Background: an optimization exercise with open tools, aiming at small area and few clock cycles per item. Do not read the settings as production practice. RTL that was checked went through simulation tests only; none was proved equivalent to the original. Only the layout flow was run in run 2; the RTL was not checked for function there.

--- flow/config.mk ---
export PLATFORM = sky130hd
export DESIGN_NAME = hsv_adjust_pipe
export DESIGN_NICKNAME = hsv_adjust_pipe
export VERILOG_FILES = /design/flow/design.v
export SDC_FILE = /design/flow/constraint.sdc
export NUM_CORES = 4
export LEC_CHECK = 0
export CAP_MARGIN = 20
export CORE_MARGIN = 2
export CORE_UTILIZATION = 40
export SLEW_MARGIN = 20
--- flow/run.sh ---
#!/bin/bash
# synth_recipe.tcl (not shown) runs the flow's synth.tcl, then flattens the netlist and writes it again
# the make line also repeats each setting of config.mk as NAME=value (left out here)
make -C /OpenROAD-flow-scripts/flow DESIGN_CONFIG=/design/flow/config.mk WORK_HOME=/design/flow/orfs CLKGATE_MAP_FILE= SYNTH_SCRIPT=/design/flow/synth_recipe.tcl finish
--- flow/constraint.sdc ---
create_clock -name core_clock -period 10.0 [get_ports {CLK}]
set_input_delay 2.0000 -clock core_clock [delete_from_list [all_inputs] [get_ports {CLK}]]
set_output_delay 2.0000 -clock core_clock [all_outputs]
set_load 0.01 [all_outputs]
--- flow/design.v ---
module hsv_adjust_pipe #(
  parameter int          HW      = 25,
  parameter int          SW      = 18,
  parameter int          FRAC    = 16,
  parameter int unsigned HUE_MAX = 360 << FRAC
) (
  input  logic                 CLK,
  input  logic                 RST_N,
  input  logic                 IN_VALID,
  output logic                 IN_READY,
  input  logic                 IN_SOF,
  input  logic [HW-1:0]        H,
  input  logic [SW-1:0]        S,
  input  logic [SW-1:0]        V,
  input  logic                 CNTL_WR,
  input  logic signed [HW:0]   CNTL_HUE,
  input  logic signed [SW-1:0] CNTL_SAT,
  input  logic signed [SW-1:0] CNTL_VAL,
  input  logic                 CNTL_BYP,
  output logic                 OUT_VALID,
  input  logic                 OUT_READY,
  output logic                 OUT_SOF,
  output logic [HW-1:0]        HO,
  output logic [SW-1:0]        SO,
  output logic [SW-1:0]        VO
);
  localparam logic [HW:0]          HMAX    = HUE_MAX[HW:0];
  localparam int unsigned          HLAST_I = HUE_MAX - 1;
  localparam logic [HW-1:0]        HLAST   = HLAST_I[HW-1:0];
  localparam logic signed [SW+2:0] ONE_X   = (SW+3)'(1 << FRAC);
  typedef struct packed {
    logic [HW-1:0] hue;
    logic [SW-1:0] sat;
    logic [SW-1:0] val;
    logic          byp;
  } cntl_t;
  function automatic logic [SW-1:0] clamp_unit(input logic signed [SW+2:0] x);
    if (x < 0)
      clamp_unit = {SW{1'b0}};
    else if (x >= ONE_X)
      clamp_unit = ONE_X[SW-1:0];
    else
      clamp_unit = x[SW-1:0];
  endfunction
  logic  stall, accept, take, pend_flag;
  logic  [HW:0] hue_norm;
  cntl_t wr_set, pend, act, use_set;
  assign stall    = OUT_VALID & ~OUT_READY;
  assign IN_READY = ~stall;
  assign accept   = IN_VALID & ~stall;
  assign take     = accept & IN_SOF & (pend_flag | CNTL_WR);
  always_comb begin
    hue_norm = CNTL_HUE;
    if (CNTL_HUE[HW])
      hue_norm = CNTL_HUE + HMAX;
    wr_set = {hue_norm[HW-1:0], CNTL_SAT, CNTL_VAL, CNTL_BYP};
    use_set = act;
    if (take)
      use_set = CNTL_WR ? wr_set : pend;
  end
  always_ff @(posedge CLK or negedge RST_N) begin
    if (!RST_N) begin
      pend      <= '0;
      act       <= '0;
      pend_flag <= 1'b0;
    end else begin
      if (CNTL_WR)
        pend <= wr_set;
      if (take) begin
        act       <= use_set;
        pend_flag <= 1'b0;
      end else if (CNTL_WR) begin
        pend_flag <= 1'b1;
      end
    end
  end
  logic [HW-1:0]        h_cl;
  logic [HW:0]          hsum_d;
  logic signed [2*SW:0] s_ext, v_ext, gs_ext, gv_ext, ps_d, pv_d;
  always_comb begin
    h_cl   = ({1'b0, H} >= HMAX) ? HLAST : H;
    hsum_d = use_set.byp ? {1'b0, H} : ({1'b0, h_cl} + {1'b0, use_set.hue});
    s_ext  = {{SW{1'b0}}, S};
    v_ext  = {{SW{1'b0}}, V};
    gs_ext = {{(SW+1){use_set.sat[SW-1]}}, use_set.sat};
    gv_ext = {{(SW+1){use_set.val[SW-1]}}, use_set.val};
    ps_d   = s_ext * gs_ext;
    pv_d   = v_ext * gv_ext;
  end
  logic                 s1_vld, s1_sof, s1_byp;
  logic [HW:0]          s1_hsum;
  logic [SW-1:0]        s1_s, s1_v;
  logic signed [SW+1:0] s1_ps, s1_pv;
  logic                 s2_vld, s2_sof, s2_byp;
  logic [HW-1:0]        s2_hue;
  logic signed [SW+2:0] s2_s, s2_v;
  logic [HW:0]          hue2;
  logic signed [SW+2:0] sres, vres;
  always_comb begin
    hue2 = s1_hsum;
    if (!s1_byp && (s1_hsum >= HMAX))
      hue2 = s1_hsum - HMAX;
    sres = {3'b000, s1_s};
    vres = {3'b000, s1_v};
    if (!s1_byp) begin
      sres = $signed({3'b000, s1_s}) + s1_ps;
      vres = $signed({3'b000, s1_v}) + s1_pv;
    end
  end
  logic unused_bits;
  assign unused_bits = ^{hue_norm[HW], hue2[HW],
                         ps_d[2*SW:FRAC+SW+2], ps_d[FRAC-1:0],
                         pv_d[2*SW:FRAC+SW+2], pv_d[FRAC-1:0]};
  always_ff @(posedge CLK or negedge RST_N) begin
    if (!RST_N) begin
      s1_vld    <= 1'b0;
      s1_sof    <= 1'b0;
      s1_byp    <= 1'b0;
      s1_hsum   <= '0;
      s1_s      <= '0;
      s1_v      <= '0;
      s1_ps     <= '0;
      s1_pv     <= '0;
      s2_vld    <= 1'b0;
      s2_sof    <= 1'b0;
      s2_byp    <= 1'b0;
      s2_hue    <= '0;
      s2_s      <= '0;
      s2_v      <= '0;
      OUT_VALID <= 1'b0;
      OUT_SOF   <= 1'b0;
      HO        <= '0;
      SO        <= '0;
      VO        <= '0;
    end else if (!stall) begin
      s1_vld    <= accept;
      s1_sof    <= accept & IN_SOF;
      s1_byp    <= use_set.byp;
      s1_hsum   <= hsum_d;
      s1_s      <= S;
      s1_v      <= V;
      s1_ps     <= ps_d[FRAC+SW+1:FRAC];
      s1_pv     <= pv_d[FRAC+SW+1:FRAC];
      s2_vld    <= s1_vld;
      s2_sof    <= s1_sof;
      s2_byp    <= s1_byp;
      s2_hue    <= hue2[HW-1:0];
      s2_s      <= sres;
      s2_v      <= vres;
      OUT_VALID <= s2_vld;
      OUT_SOF   <= s2_sof;
      HO        <= s2_hue;
      SO        <= s2_byp ? s2_s[SW-1:0] : clamp_unit(s2_s);
      VO        <= s2_byp ? s2_v[SW-1:0] : clamp_unit(s2_v);
    end
  end
endmodule
==> impl_metrics.toml, run 1 <==
[sta]
rsz0062_at_grt = "false"
finalSetupViolCount = 0
fin_crit_ns = 9.42
relSlewSlack = 0.346
hold_violations = 0
hold_ws_ns = 0.460
fmax_ghz = 0.106
timing.final.ws_setup_ns = 0.579
slew_violations = 0
fin_skew_ns = 0.0218
worst_pin_slew_ns = 0.976
period_share = 0.942

[synthesis]
synth-seq-cells = 363
synth_area_um2 = 37500
synth_top_area_share = 0.274
ys.flop_type = "dfrtp_1"
synthDistinctLibCells = 71
yosysWarningCount = 1
syn_inst = 4073
synth_area_leaders = "fa_1 (27%), dfrtp_1 (24%), ha_1 (10%), nand2_1 (8.3%), inv_1 (6.3%)"
avgSynthCellArea_um2 = 9.21
async_flop_share = 1.00
synth_nets = 5025
ys_seq_area_frac = 0.242
yosysTopAreaCell = "fa_1"
synth_edf_count = 0

[clock_tree]
tritoncts = "done"
path_clk_slew_ns = 0.07
cts_resized = 0
insertion_delay_ns = 0.61
cts_root_buf = "clkbuf_16"
htree_levels = 2
cts_setup_buffers = 0
cts_buffer_depth = 3
cts_num_sinks = 363
ctsHoldBuffers = 0
numCtsBuffers = 43

[floorplanning]
start_util = 0.403
io_pins = 194
rows = 112
core_area_um2 = 93200
die_width_um = 310
dieArea_um2 = 96200
die_y_um = 310

[critical_path]
crit_path_start_kind = "primary input"
worst-setup-path-type = "primary input to register"
cp.arrival_ns = 9.91
endpoint_kind = "register"
required_ns = 10.49
crit_fanout = 13

[place]
place_area_um2 = 41400
port_buffers = 193
placedCellCount = 5461
dp_slack_ns = -0.0461
hpwl_um = 77500
finalWeightedCongestion = 0.880

[detailed_routing]
wl_per_cell_um = 17.8
num_vias = 27300
drtIter0Drc = 1562
routed_wl_um = 98600
dr.pass1.iters = 5
drtAntennaViolNets = 0
drc = 0
vias_per_cell = 4.92

[run]
max_cap_viol_count = 0

[grt]
gr-total-overflow = 0
grtUsageTotal = 0.210
grt_pass1_wl_um = 157000
grt_max_degree = 162
antenna_found_initial = 2
grt_pass1_vias = 28200

[layout]
fin_area_um2 = 42800
final_cell_mix = "nand2_1 (829), inv_1 (632), fa_1 (513), dfrtp_1 (362), ha_1 (309)"
fin_cells = 5537
layout-drive-gt1-share = 0.0689
fillers = 8988
area_delta_synth_final_pct = 14.2
antenna_cells = 0
nNetsFinal = 5204
final_common_cell = "nand2_1"

[status]
status = "timing/DRC/antenna clean"

[worst_hold_path]
hold_path_class = "register to register"
## Yosys cell counts, drive strengths merged (10+ instances only)
cell / number
or2: 21
mux2: 61
and2: 286
nand2b: 37
and3: 22
a221o: 10
a21oi: 139
a21o: 36
mux2i: 11
a31oi: 26
o31ai: 14
dfrtp: 363
xor2: 30
or3: 15
o21ai: 87
xnor2: 62
nor2: 134
ha: 309
nand3: 14
o21a: 17
nand2: 830
buf: 32
a211oi: 11
nor3: 23
fa: 513
clkbuf: 151
inv: 633
a22o: 34
nor2b: 72
## critical path, stage by stage
cell and delay (ns):
clkdlybuf4s50_1 0.48, nand2_1 0.25, nor3_2 0.82, buf_12 0.22
nand2_1 0.05, nand2_1 0.35, and2_1 0.23, fa_1 0.42
fa_1 0.47, ha_1 0.32, fa_1 0.57, inv_1 0.08
fa_1 0.49, fa_1 0.49, inv_1 0.04, ha_1 0.27
and4_1 0.19, a21oi_1 0.23, a21oi_1 0.15, or4b_1 0.65
a21o_1 0.27, nand4_1 0.14, o2111ai_2 0.20, a21oi_2 0.19
xnor2_1 0.07, mux2_2 0.25
## sequential cells by signal, summed over array words and instances, names as in the netlist
| signal | flops |
|---|---|
| s2_hue | 25 |
| HO | 25 |
| s1_pv | 20 |
| s2_vld | 1 |
| SO | 18 |
| s2_v | 21 |
| pend | 62 |
| OUT_VALID | 1 |
| s1_ps | 20 |
| act | 62 |
| OUT_SOF | 1 |
| s2_byp | 1 |
| pend_flag | 1 |
| s1_vld | 1 |
| s1_hsum | 26 |
| s1_s | 18 |
| s2_sof | 1 |
| s1_sof | 1 |
| s2_s | 21 |
| s1_v | 18 |
| VO | 18 |
| s1_byp | 1 |
## logic make-up (layout without fill, tap and decap cells)
| logic type | after synthesis | count (layout) | synth area share |
|---|---|---|---|
| AO/OA/AOI/OAI | 420 | 420 | 0.0723 |
| buffers and inverters | 816 | 1026 | 0.0817 |
| multiplexers | 72 | 72 | 0.0213 |
| adder cells (fa/ha/maj) | 822 | 822 | 0.377 |
| AND/OR/NAND/NOR | 1488 | 1488 | 0.184 |
| XOR/XNOR | 92 | 92 | 0.0215 |
| flip-flops | 363 | 363 | 0.242 |
## metrics by stage
| step | utilization | TNS [ns] |
|---|---|---|
| floorplan | - | 0 |
| global placement | 0.444 | 0 |
| detailed placement | 0.444 | -0.0991 |
| CTS | 0.460 | 0 |
| global route | 0.460 | 0 |
| finish | 0.460 | 0 |
## worst paths after layout
path,from,endpoint,slack (ns),depth (start not counted)
min,HO[17],HO[17],0.46,2
max reg2reg,OUT_VALID,s1_pv[18],2.12,29
max,IN_SOF,s1_ps[18],0.58,26
max in group asynchronous,RST_N,OUT_SOF,6.52,3
min reg2reg,HO[17],HO[17],0.46,2
min in group asynchronous,RST_N,pend[39],1.38,1
## routing by layer
metal / track usage / up-vias / wire, um / share of wire
met5: 0 / - / 0 / 0
li1: - / 13000 / - / -
met4: 0.0649 / 0 / 3010 / 0.031
met1: 0.291 / 13600 / 44600 / 0.45
met2: 0.342 / 575 / 45900 / 0.47
met3: 0.0305 / 140 / 5090 / 0.052
## cell type report
cell class	instances	area (um2)	share of cell area
multi-input cells	2894	25400	0.593
flip-flops and latches	363	9080	0.212
repair buffers	317	2940	0.0686
inverters	633	2380	0.0556
well taps	1254	1570	0.0366
clock buffers	56	1160	0.0272
clock inverters	20	288	0.00672
Testbench counts, summed over its fixed seeds: cycles 16,024, items 16,000.
==> inputs of run 2 (changes only) <==
==> flow/design.v (replaced) <==
module hsv_adjust_pipe #(
  parameter int          HW      = 25,
  parameter int          SW      = 18,
  parameter int          FRAC    = 16,
  parameter int unsigned HUE_MAX = 360 << FRAC
) (
  input  logic                 CLK,
  input  logic                 RST_N,
  input  logic                 IN_VALID,
  output logic                 IN_READY,
  input  logic                 IN_SOF,
  input  logic [HW-1:0]        H,
  input  logic [SW-1:0]        S,
  input  logic [SW-1:0]        V,
  input  logic                 CNTL_WR,
  input  logic signed [HW:0]   CNTL_HUE,
  input  logic signed [SW-1:0] CNTL_SAT,
  input  logic signed [SW-1:0] CNTL_VAL,
  input  logic                 CNTL_BYP,
  output logic                 OUT_VALID,
  input  logic                 OUT_READY,
  output logic                 OUT_SOF,
  output logic [HW-1:0]        HO,
  output logic [SW-1:0]        SO,
  output logic [SW-1:0]        VO
);
  localparam logic [HW:0]   HMAX  = HUE_MAX[HW:0];
  localparam int unsigned   HLAST_I = HUE_MAX - 1;
  localparam logic [HW-1:0] HLAST = HLAST_I[HW-1:0];
  typedef struct packed {
    logic [HW-1:0] hue;
    logic [SW-1:0] sat;
    logic [SW-1:0] val;
    logic          byp;
  } cntl_t;
  logic  accept, take, pend_flag;
  logic  [HW:0] hue_norm;
  cntl_t wr_set, pend, pend_nx, act;
  assign IN_READY = ~OUT_VALID | OUT_READY;
  assign accept   = IN_VALID & IN_READY;
  assign take     = accept & IN_SOF & (pend_flag | CNTL_WR);
  always_comb begin
    hue_norm = CNTL_HUE;
    if (CNTL_HUE[HW])
      hue_norm = CNTL_HUE + HMAX;
    wr_set  = {hue_norm[HW-1:0], CNTL_SAT, CNTL_VAL, CNTL_BYP};
    pend_nx = CNTL_WR ? wr_set : pend;
  end
  always_ff @(posedge CLK)
    pend <= pend_nx;
  always_ff @(posedge CLK or negedge RST_N) begin
    if (!RST_N) begin
      act       <= '0;
      pend_flag <= 1'b0;
    end else begin
      if (take) begin
        act       <= pend_nx;
        pend_flag <= 1'b0;
      end else if (CNTL_WR) begin
        pend_flag <= 1'b1;
      end
    end
  end
  logic          b_sof;
  logic [HW-1:0] b_h;
  logic [SW-1:0] b_s, b_v;
  always_ff @(posedge CLK or negedge RST_N) begin
    if (!RST_N)
      OUT_VALID <= 1'b0;
    else if (IN_READY)
      OUT_VALID <= IN_VALID;
  end
  always_ff @(posedge CLK) begin
    if (IN_READY) begin
      b_sof <= IN_SOF;
      b_h   <= H;
      b_s   <= S;
      b_v   <= V;
    end
  end
  function automatic logic [SW-1:0] gain(input logic [SW-1:0] x, input logic [SW-1:0] g);
    logic [SW+1:0]   m;
    logic [2*SW+1:0] p;
    m = {{2{g[SW-1]}}, g} + (SW+2)'(1 << FRAC);
    p = x * m[SW-1:0];
    if (m[SW+1])
      gain = '0;
    else if (|p[2*SW+1:FRAC+FRAC])
      gain = SW'(1 << FRAC);
    else
      gain = {2'b00, p[FRAC+FRAC-1:FRAC]};
  endfunction
  logic [HW-1:0] h_cl;
  logic [HW:0]   hs;
  always_comb begin
    h_cl = ({1'b0, b_h} >= HMAX) ? HLAST : b_h;
    hs   = {1'b0, h_cl} + {1'b0, act.hue};
    if (hs >= HMAX)
      hs = hs - HMAX;
    OUT_SOF = b_sof;
    HO = act.byp ? b_h : hs[HW-1:0];
    SO = act.byp ? b_s : gain(b_s, act.sat);
    VO = act.byp ? b_v : gain(b_v, act.val);
  end
endmodule
==> impl_metrics.toml, run 2 <==
[status]
status = "timing/DRC/antenna clean"

[synthesis]
synthDistinctLibCells = 78
synth_top_area_share = 0.346
ys_seq_area_frac = 0.160
ys.flop_type = "dfrtp_1"
yosysTopAreaCell = "fa_1"
synth-seq-cells = 188
synth_edf_count = 62
yosysMostFrequentCell = "inv_1"
synth_common_cells = "inv_1 (650), fa_1 (509), nand2_1 (465)"
syn_inst = 3164
avgSynthCellArea_um2 = 9.31
yosysWarningCount = 1
synth_nets = 4046
synth_area_um2 = 29500
async_flop_share = 0.340
synth_area_leaders = "fa_1 (35%), ha_1 (10%), inv_1 (8.3%), edfxtp_1 (6.3%), nand2_1 (5.9%)"

[sta]
hold_violations = 0
fin_setup_tns_ns = 0
relSlewSlack = 0.311
worst_pin_slew_ns = 1.03
period_share = 0.966
rsz0062_at_grt = "false"
fin_crit_ns = 9.66
slew_violations = 0
fmax_ghz = 0.104
fin_skew_ns = 0.0286
finalSetupViolCount = 0

[critical_path]
crit_path_start_kind = "register"
endpoint_kind = "output pin"
worst-setup-path-type = "register to output pin"
required_ns = 8.00
ff2ff_path_depth = 5
cp.arrival_ns = 7.66
crit_fanout = 15

[detailed_routing]
drc = 0
dr.pass1.iters = 5
routed_wl_um = 77700
wl_per_cell_um = 18.2
vias_per_cell = 4.99
num_vias = 21300
drtIter0Drc = 1143
drtAntennaViolNets = 0

[place]
port_buffers = 193
hpwl_um = 62500
placedCellCount = 4194
finalWeightedCongestion = 0.915

[floorplanning]
start_util = 0.404
io_pins = 194
rows = 99
dieArea_um2 = 75800
core_area_um2 = 73000
die_width_um = 275
die_y_um = 275

[layout]
utilization = 0.458
final_cell_mix = "inv_1 (650), fa_1 (509), nand2_1 (465), ha_1 (241), and2_1 (208)"
area_delta_synth_final_pct = 13.3
nNetsFinal = 4165
largestRegisters = "act: 62 flops, pend: 62 flops, b_h: 25 flops"
fin_cells = 4262
layout-drive-gt1-share = 0.0877
final_common_cell = "inv_1"

[worst_hold_path]
hold_path_class = "register to register"
hold_depth = 1

[clock_tree]
cts_root_buf = "clkbuf_16"
path_clk_slew_ns = 0.08
cts_buffer_depth = 2
tritoncts = "done"
cts_num_sinks = 188
insertion_delay_ns = 0.50
htree_levels = 4
numCtsBuffers = 17

[grt]
grtUsageTotal = 0.217
grt_pass1_wl_um = 127000
gr-total-overflow = 0
antenna_found_initial = 9
grt_pass1_vias = 23100
grt_max_degree = 66

[run]
max_cap_viol_count = 0
[run 2: changes by cell type after synthesis, sizes merged, moves of 21 or more]
cell / delta
nand2: -364
dfrtp: -299
nor2: -89
and2: -78
ha: -66
dfxtp: +62
edfxtp: +62
mux2: +57
a21oi: -55
o21ai: -27
xnor2: -23
nor2b: -21
[run 2: what timing repair did]
| action | 4_1_cts | 5_1_grt |
|---|---|---|
| setup buffers | 0 | 29 |
| setup endpoints to repair | 33 | 34 |
| gates resized for setup | 5 | 22 |
| pin swaps | 0 | 1 |
| cloned | 0 | 0 |
| hold buffers | 0 | 0 |
[run 2: path summary, 6_finish.rpt]
path                            to  slack [ns]      start
setup / recovery             VO[2]        0.34    act[17]
hold / removal             pend[6]        0.47    pend[6]
setup reg to reg           act[11]        7.81  OUT_VALID
hold reg to reg            pend[6]        0.47    pend[6]
max in group asynchronous  act[30]        7.87      RST_N
min in group asynchronous  act[52]        1.55      RST_N
[run 2: per-layer routing]
layer | up-vias | routed length, um | part of all wire | global-route usage
met5 | - | 0 | 0 | 0
met4 | 0 | 2100 | 0.027 | 0.0762
met3 | 99 | 3600 | 0.046 | 0.0361
met2 | 461 | 38200 | 0.49 | 0.370
met1 | 10700 | 33800 | 0.43 | 0.279
li1 | 9963 | - | - | -
[run 2: kinds of logic (layout without fill, tap and decap cells)]
group,after synthesis,count (layout),share of synthesized area
AOI/OAI and AO/OA,288,288,0.0666
xor gates and xnor gates,65,65,0.0193
adders and majority gates,752,752,0.449
buffers and inverters,834,966,0.107
DFF,188,188,0.160
muxes,119,119,0.0454
other,0,7,0
and+or+nand+nor,918,918,0.153
[run 2: final cells by class]
cell class              count  area, um2
diodes                      7       17.5
clock buffers              17        425
clock inverters            15        193
fillers                  7007      39600
inverters                 652       2450
multi-input cells        2142      21700
flip-flops and latches    188       4730
well taps                 959       1200
repair buffers            282       2710
[run 2: worst max-delay path, stage by stage, from the launching register on]
cell and delay [ns]:
dfrtp_1 0.36, clkinv_1 0.11, ha_4 0.42, nor2b_1 0.09
fa_1 0.48, inv_1 0.05, fa_1 0.49, fa_1 0.43
fa_1 0.49, inv_1 0.05, fa_1 0.47, inv_1 0.05
fa_1 0.52, inv_1 0.05, ha_1 0.33, and4_1 0.24
and3_1 0.21, a221o_1 0.38, a221o_1 0.33, a31oi_1 0.18
xnor2_1 0.14, nand4_1 0.16, nor3_2 0.18, buf_4 0.26
a22o_1 0.17, clkdlybuf4s50_1 0.53
[run 2: through the flow]
step                      setup WS [ns]  cell area (um2)  hold slack (ns)
after floorplan                    1.42            29500            0.447
after detailed placement          0.331            32300            0.457
after global routing            0.00118            33400            0.487
after CTS                        0.0823            33000            0.476
after global placement            0.486            32300            0.453
final                             0.339            33400            0.473

-- afterwards: timing with drivers on the ports --
No port has a modelled driver above. Below, the same layouts with a new extraction and two added sets of constraints.
Step 1: set_driving_cell puts a clkbuf_16 on CLK and a buf_2 on each other input, an assumption about the parent block.
Step 2 also shifts input and output timing later by t, the mid clock arrival at the registers, as if the neighbouring blocks saw the same clock.
a / b / c = ideal ports / drivers / drivers and shift; a / b = the first two.
| run | shift t [ns] | slack for setup (ns) | slew at the worst register clock pin (ns) | pins driven straight from the clock port |
|---|---|---|---|---|
| run 1 | 0.653 | 0.579 / 0.615 / -0.038 | 0.07 / 0.07 | 1 |
| run 2 | 0.548 | 0.339 / 0.281 / 0.830 | 0.11 / 0.11 | 1 |
Met with ideal ports but missed after step 2: setup timing in run 1. The setup slack of run 1, which loses most, moves by +0.036 ns with the drivers and by -0.617 ns with both steps.
